Source: an optimization exercise on an open RTL-to-GDS flow (aim: small area and a short achievable clock period). Production flows keep margins and buffers that such runs may drop. Function was checked by simulation only, so behaviour that the tests miss may differ from the original. Power and IR drop assume default switching activity.

**flow/run.sh**
```bash
#!/bin/bash
# synth_recipe.tcl (not shown) runs the flow's synth.tcl, then flattens the netlist and writes it again
# the make line also repeats each setting of config.mk as NAME=value (left out here)
make -C /OpenROAD-flow-scripts/flow DESIGN_CONFIG=/design/flow/config.mk WORK_HOME=/design/flow/orfs CLKGATE_MAP_FILE= SYNTH_SCRIPT=/design/flow/synth_recipe.tcl finish
```
**flow/config.mk**
```make
export PLATFORM = sky130hd
export DESIGN_NAME = mult_top
export DESIGN_NICKNAME = mult_top
export VERILOG_FILES = /design/flow/design.v
export SDC_FILE = /design/flow/constraint.sdc
export NUM_CORES = 4
export LEC_CHECK = 0
export CAP_MARGIN = 20
export CORE_MARGIN = 2
export CORE_UTILIZATION = 40
export PLACE_DENSITY = 0.6
export SLEW_MARGIN = 20
```
**flow/constraint.sdc**
```tcl
create_clock -name core_clock -period 8.0 [get_ports {clk}]
set_input_delay 1.6000 -clock core_clock [delete_from_list [all_inputs] [get_ports {clk}]]
set_output_delay 1.6000 -clock core_clock [all_outputs]
set_load 0.01 [all_outputs]
```
**flow/design.v**
```verilog
package mult_pkg;
    typedef logic [16-1:0]   operand_t;
    typedef logic [32-1:0] product_t;
    typedef logic [16-1:0] half_t;
    typedef union packed {
        product_t word;
        struct packed {
            half_t hi;
            half_t lo;
        } halves;
    } product_u;
endpackage
module compressor_4_2 (
    input  logic x0,
    input  logic x1,
    input  logic x2,
    input  logic x3,
    input  logic cin,
    output logic sum,
    output logic carry,
    output logic cout
);
    logic s1;
    assign s1   = x0 ^ x1 ^ x2;
    assign cout = (x0 & x1) | (x0 & x2) | (x1 & x2);
    assign sum   = s1 ^ x3 ^ cin;
    assign carry = (s1 & x3) | (s1 & cin) | (x3 & cin);
endmodule
module pp_reduce_tree (
    input  logic               clk,
    input  logic               reset,
    input  logic               in_valid,
    input  mult_pkg::operand_t a,
    input  mult_pkg::operand_t b,
    output mult_pkg::product_t sum_row,
    output mult_pkg::product_t carry_row,
    output logic               row_valid
);
    localparam int OP_W   = 16;
    localparam int PROD_W = 32;
    localparam int LEVELS = $clog2(OP_W) - 1;
    localparam int N_ROWS = 2 * OP_W - 2;
    localparam int LAST   = N_ROWS - 2;
    mult_pkg::product_t tree_rows [N_ROWS];
    for (genvar j = 0; j < OP_W; j++) begin : g_pp_row
        assign tree_rows[j] = mult_pkg::product_t'(a & {OP_W{b[j]}}) << j;
    end
    for (genvar lvl = 0; lvl < LEVELS; lvl++) begin : g_level
        localparam int SRC   = 2 * OP_W - ((2 * OP_W) >> lvl);
        localparam int DST   = 2 * OP_W - ((2 * OP_W) >> (lvl + 1));
        localparam int N_GRP = OP_W >> (lvl + 2);
        for (genvar grp = 0; grp < N_GRP; grp++) begin : g_group
            mult_pkg::product_t sum_v;
            mult_pkg::product_t carry_v;
            mult_pkg::product_t cout_v;
            mult_pkg::product_t cin_v;
            assign cin_v = {cout_v[PROD_W-2:0], 1'b0};
            for (genvar col = 0; col < PROD_W; col++) begin : g_col
                compressor_4_2 u_comp (
                    .x0    (tree_rows[SRC + 4*grp][col]),
                    .x1    (tree_rows[SRC + 4*grp + 1][col]),
                    .x2    (tree_rows[SRC + 4*grp + 2][col]),
                    .x3    (tree_rows[SRC + 4*grp + 3][col]),
                    .cin   (cin_v[col]),
                    .sum   (sum_v[col]),
                    .carry (carry_v[col]),
                    .cout  (cout_v[col])
                );
            end
            assign tree_rows[DST + 2*grp]     = sum_v;
            assign tree_rows[DST + 2*grp + 1] = {carry_v[PROD_W-2:0], 1'b0};
        end
    end
    always_ff @(posedge clk) begin
        if (reset) begin
            sum_row   <= '0;
            carry_row <= '0;
            row_valid <= 1'b0;
        end else begin
            row_valid <= in_valid;
            if (in_valid) begin
                sum_row   <= tree_rows[LAST];
                carry_row <= tree_rows[LAST + 1];
            end
        end
    end
endmodule
module cla_adder_16 (
    input  mult_pkg::half_t x,
    input  mult_pkg::half_t y,
    output mult_pkg::half_t sum,
    output logic            cout
);
    localparam int GW = 4;
    localparam int NG = 16 / 4;
    mult_pkg::half_t gen;
    mult_pkg::half_t prop;
    mult_pkg::half_t carry;
    logic [NG-1:0] grp_gen;
    logic [NG-1:1] grp_prop;
    logic [NG:0]   grp_carry;
    assign gen  = x & y;
    assign prop = x ^ y;
    always_comb begin
        logic run_p;
        for (int k = 0; k < NG; k++) begin
            grp_gen[k] = 1'b0;
            run_p      = 1'b1;
            for (int m = GW - 1; m >= 0; m--) begin
                grp_gen[k] = grp_gen[k] | (run_p & gen[k*GW + m]);
                run_p      = run_p & prop[k*GW + m];
            end
        end
    end
    for (genvar k = 1; k < NG; k++) begin : g_grp_prop
        assign grp_prop[k] = &prop[k*GW +: GW];
    end
    always_comb begin
        logic run_p;
        grp_carry[0] = 1'b0;
        for (int k = 1; k <= NG; k++) begin
            grp_carry[k] = 1'b0;
            run_p        = 1'b1;
            for (int m = k - 1; m >= 0; m--) begin
                grp_carry[k] = grp_carry[k] | (run_p & grp_gen[m]);
                if (m > 0) begin
                    run_p = run_p & grp_prop[m];
                end
            end
        end
    end
    always_comb begin
        logic run_p;
        logic acc;
        for (int k = 0; k < NG; k++) begin
            for (int j = 0; j < GW; j++) begin
                acc   = 1'b0;
                run_p = 1'b1;
                for (int m = j - 1; m >= 0; m--) begin
                    acc   = acc | (run_p & gen[k*GW + m]);
                    run_p = run_p & prop[k*GW + m];
                end
                carry[k*GW + j] = acc | (run_p & grp_carry[k]);
            end
        end
    end
    assign sum  = prop ^ carry;
    assign cout = grp_carry[NG];
endmodule
module final_adder (
    input  logic               clk,
    input  logic               reset,
    input  logic               row_valid,
    input  mult_pkg::product_t sum_row,
    input  mult_pkg::product_t carry_row,
    output logic               out_valid,
    output mult_pkg::product_u product
);
    localparam int HW = 16;
    mult_pkg::product_u sum_w;
    mult_pkg::product_u carry_w;
    mult_pkg::half_t    lo_sum;
    mult_pkg::half_t    hi_sum;
    logic     lo_cout;
    logic [HW-1:0] hi_c;
    assign sum_w.word   = sum_row;
    assign carry_w.word = carry_row;
    cla_adder_16 u_cla_adder_16 (
        .x    (sum_w.halves.lo),
        .y    (carry_w.halves.lo),
        .sum  (lo_sum),
        .cout (lo_cout)
    );
    assign hi_c[0] = lo_cout;
    for (genvar i = 0; i < HW; i++) begin : g_ripple
        assign hi_sum[i] = sum_w.halves.hi[i] ^ carry_w.halves.hi[i] ^ hi_c[i];
        if (i < HW - 1) begin : g_carry
            assign hi_c[i+1] = (sum_w.halves.hi[i] & carry_w.halves.hi[i])
                             | (sum_w.halves.hi[i] & hi_c[i])
                             | (carry_w.halves.hi[i] & hi_c[i]);
        end
    end
    always_ff @(posedge clk) begin
        if (reset) begin
            out_valid <= 1'b0;
            product   <= '0;
        end else begin
            out_valid <= row_valid;
            if (row_valid) begin
                product.halves.hi <= hi_sum;
                product.halves.lo <= lo_sum;
            end
        end
    end
endmodule
module mult_top (
    input  logic               clk,
    input  logic               reset,
    input  logic               in_valid,
    input  mult_pkg::operand_t a,
    input  mult_pkg::operand_t b,
    output logic               out_valid,
    output mult_pkg::product_u product
);
    mult_pkg::product_t sum_row;
    mult_pkg::product_t carry_row;
    logic     row_valid;
    pp_reduce_tree u_pp_reduce_tree (
        .clk       (clk),
        .reset     (reset),
        .in_valid  (in_valid),
        .a         (a),
        .b         (b),
        .sum_row   (sum_row),
        .carry_row (carry_row),
        .row_valid (row_valid)
    );
    final_adder u_final_adder (
        .clk       (clk),
        .reset     (reset),
        .row_valid (row_valid),
        .sum_row   (sum_row),
        .carry_row (carry_row),
        .out_valid (out_valid),
        .product   (product)
    );
endmodule
```
==> run summary <==
==> power groups by stage <==
stage,sequential (mW),combinational (mW),clock [mW]
floorplan,0.622,1.22,0
finish,0.624,1.72,0.389
global placement,0.630,1.76,0
detailed placement,0.633,1.80,0
global route,0.638,2.02,0.421
CTS,0.623,1.81,0.401
==> area by class of cell <==
cell class | instances | area (µm²) | area share
Tap cell | 335 | 419.2 | 0.03521
Sequential cell | 91 | 1827 | 0.1535
Inverter | 160 | 600.6 | 0.05045
Timing Repair Buffer | 71 | 693.2 | 0.05823
Clock inverter | 5 | 38.79 | 0.003258
Multi-Input combinational cell | 738 | 8093 | 0.6798
Clock buffer | 11 | 232.7 | 0.01955
==> worst paths after layout <==
path	from	cells past startpoint	end	slack, ns
setup / recovery	u_pp_reduce_tree.sum_row[8]	24	u_final_adder.product[31]	0.40
hold / removal	u_pp_reduce_tree.sum_row[0]	2	u_pp_reduce_tree.sum_row[0]	0.47
setup reg to reg	u_pp_reduce_tree.sum_row[8]	24	u_final_adder.product[31]	0.40
hold reg to reg	u_pp_reduce_tree.sum_row[0]	2	u_pp_reduce_tree.sum_row[0]	0.47
==> stage by stage <==
stage | util | hold slack (ns)
2_1_floorplan | - | 0.4451
3_3_place_gp | 0.4431 | 0.4566
3_5_place_dp | 0.4431 | 0.4586
4_1_cts | 0.4535 | 0.4704
5_1_grt | 0.4555 | 0.5103
6_report | 0.4555 | 0.4685
==> per-layer routing <==
metal	global-route usage	wire, µm
met5	0	0
met2	0.3062	12010
met1	0.2088	8892
met4	0.03856	434
met3	0.02411	633
==> synthesized netlist by cell type, types with 2 or more instances <==
| cell | n |
|---|---|
| a211oi_1 | 3 |
| and2_1 | 250 |
| nand2_1 | 9 |
| mux2i_1 | 82 |
| nor2_1 | 87 |
| nor3b_1 | 3 |
| o22ai_1 | 2 |
| dfxtp_1 | 91 |
| nand2b_1 | 5 |
| o211ai_2 | 2 |
| clkbuf_1 | 36 |
| fa_1 | 216 |
| o21bai_1 | 2 |
| buf_1 | 2 |
| buf_4 | 2 |
| xnor2_1 | 5 |
| a21oi_1 | 3 |
| ha_1 | 52 |
| inv_1 | 160 |
| buf_2 | 13 |
==> kinds of logic after synthesis <==
logic type | after synthesis
mux | 82
compound gates | 23
buf+inv | 213
xor+xnor | 5
flops | 91
simple gates | 360
fa+ha+maj | 268
==> flip-flops by register name, indices dropped and copies added (netlist names) <==
register and count:
u_final_adder.out_valid 1, u_final_adder.product 32, u_pp_reduce_tree.carry_row 25, u_pp_reduce_tree.row_valid 1, u_pp_reduce_tree.sum_row 32
==> worst max-delay path, delay by kind of cell (launching register included) <==
kind	cells	cell delay [ns]
AO/OA/AOI/OAI	2	0.49
XOR/XNOR	2	0.34
adder cells (fa/ha/maj)	16	5.96
flip-flops	1	0.34
multiplexers	1	0.09
AND/OR/NAND/NOR	3	0.33
==> timing repair <==
| item | in CTS | in global routing |
|---|---|---|
| gates resized for setup | 0 | 10 |
| setup endpoints to repair | 0 | 1 |
| buffers inserted | 0 | 1 |
==> metrics.md <==
| Metric | Value |
|---|---|
| Total Power | `approximately 2.7 mW` |
| Syn Std Cell Area | `around 11000 µm²` |
| FF+latch count, synth | `between 90 and 100` |
| Largest net degree at the start of global routing | `94` |
| Avg Cell Area, Syn | `around 10 µm²` |
| CTS buffer count | `9` |
| Vias in the first global route | `between 7000 and 8000` |
| Die Area | `28060 µm²` |
| CP startpoint kind | `flip-flop` |
| Synth area leaders | `fa_1 40%, dfxtp_1 17%, and2_1 15%` |
| Largest family of logic cells by synthesized area | `adder cells` |
| Slew margin rel. | `0.3172` |
| Setup violations, final | `0` |
| Compound-gate portion of the synthesized area | `0.01778` |
| Vias | `between 6000 and 7000` |
| Worst-Margin Slew | `slightly above 1 ns` |
| Max-cap violations | `0` |
| Placed Area | `around 12000 µm²` |
| Final slew viol count | `0` |
| Post-Synth Adder-Cell Area | `0.4651` |
| Die width | `between 150 and 200 µm` |
| Final worst slack | `roughly 0.4 ns` |
| Design Area, Final | `11900 µm²` |
| Row count | `roughly 60` |
| CTS H-tree lvls | `3` |
| Synth Area in Simple Gates | `0.1889` |
| Seq pwr share | `0.228` |
| Sequential area share after synthesis | `0.1703` |
| Crit path cell chain | `ha_4 > a211oi_4 > nor4_2 > o31ai_1 > nand2b_1 > fa_1 > fa_1 > fa_2 > fa_1 > fa_1 > fa_1 > fa_1 > fa_1 > fa_1 > fa_1 > fa_1 > fa_2 > fa_1 > fa_1 > fa_1 > xnor2_1 > xnor2_1 > mux2i_1 > nor2_1` |
| Final setup TNS | `0 ns` |
| Hold Crit Class | `flip-flop to flip-flop` |
| DRC viols | `0` |
| Clock power share | `0.142` |
| Die Ht | `between 150 and 200 µm` |
| Synth cell types | `37` |
| Global-route wire length before repair | `approximately 38000 µm` |
| Share of layout cells above drive strength 1 | `0.03439` |
| RSZ-0062 raised after global routing | `false` |
| Share of the synthesized area in the top cell type | `0.4043` |
| Async set-reset flop share out of synthesis | `0` |
| CTS max path bufs | `2` |
| Hold Vio Cnt, Final | `0` |
| Fin Clk Skew | `about 0.0098 ns` |
| ANT nets after route | `0` |
| Worst path max stage delay | `~0.4 ns` |
| Crit path max-delay cell type | `fa_1` |
| Final Instance Count excl. Fillers | `roughly 1400` |
| Crit path kind | `flip-flop to flip-flop` |
| Commonest non-fill, non-tap cell in the layout | `and2_1` |
| Achievable frequency | `~130 MHz` |
| Wirelength per Cell | `between 15 and 20 µm` |
| Core Box Area | `between 20000 and 30000 µm²` |
| CP dominant cell by count | `fa_1` |
| Commonest non-fill, non-tap cells in the layout | `250 x and2_1, 214 x fa_1, 160 x inv_1` |
| Insertion delay to the later sink of the worst-skew pair | `approximately 0.34 ns` |
| Tmin final | `about 7.6 ns` |
| GRT Util Overall | `0.1673` |
| Number of vias per cell | `4.865` |
| Status | `complete, no violations` |
| Nets | `between 1000 and 1500` |
| Cts hold-fix bufs | `0` |
| Yosys warnings | `5` |
| Max VDD drop | `around 0.00015 V` |
| Grt ovf | `0` |
| IO Pins | `68` |
| Psw | `1.181 mW` |
| TritonRoute pass-1 iters | `16` |
| Final GP Congestion | `roughly 0.77` |
| Initial antenna violation count | `0` |
| DRT Wirelength | `about 22000 µm` |
| Root buf cell | `clkbuf_16` |
| Main synth FF type | `dfxtp_1` |
| I/O Buffers | `67` |
| Detailed Place HPWL | `17260 µm` |
| Number of diodes | `0` |
| WP data required | `8.27 ns` |
| Post-synth EDFFs | `0` |
| Final worst-path cycle share | `0.9497` |
| Comb pwr share | `0.629` |
| Synth area leader | `fa_1` |
| Inst Count DP | `around 1400` |
| P per Cell Area | `roughly 230 nW/µm²` |
| Starting density of the core | `0.4093` |
| Worst Path Max Fanout | `3` |
| P&R area growth vs syn | `11.30%` |
| XOR/XNOR share of the synthesized area | `0.004095` |
| CTS tree | `built` |
| Gate count after technology mapping | `roughly 1000` |
| Data arrival, critical path | `just under 8 ns` |
| P_int | `around 1.6 mW` |
| Sw frac | `0.4316` |
| First DRT Iteration DRCs | `~240` |
| Sink Count | `91` |
| Crit. End Element | `flip-flop` |
| Fillcell total | `2549` |
| Leakage | `approximately 5.6 nW` |
| Post-synthesis net count | `1345` |
| Multiplexer share of the synthesized area | `0.07674` |
| Clk pin slew, worst setup/hold paths | `roughly 0.07 ns` |
| Pre-CTS WS | `between 0.15 and 0.2 ns` |

port drivers added, routing unchanged:
The flow's constraints put no driver on any port. The routed layout listed below was extracted and timed again, unchanged, in two steps. Step 1, drivers: a clkbuf_16 drives clk and a buf_2 each remaining input, both assumed. Step 2, shift: input delay + t, output delay - t, t = (earliest + latest rising clock arrival at the registers) / 2. This alone moves slack from input paths to output paths. a / b / c = ideal ports / drivers / drivers and shift; a / b = the first two.
t, ns: 0.374
setup WS [ns]: 0.402 / 0.402 / 0.402
slew at the worst register clock pin (ns): 0.07 / 0.07
worst data-port slew with drivers (ns): 0.05
After both steps setup and hold are still met in this run. For this run, drivers alone change the setup slack by 0.000 ns; drivers and shift together by 0.000 ns.
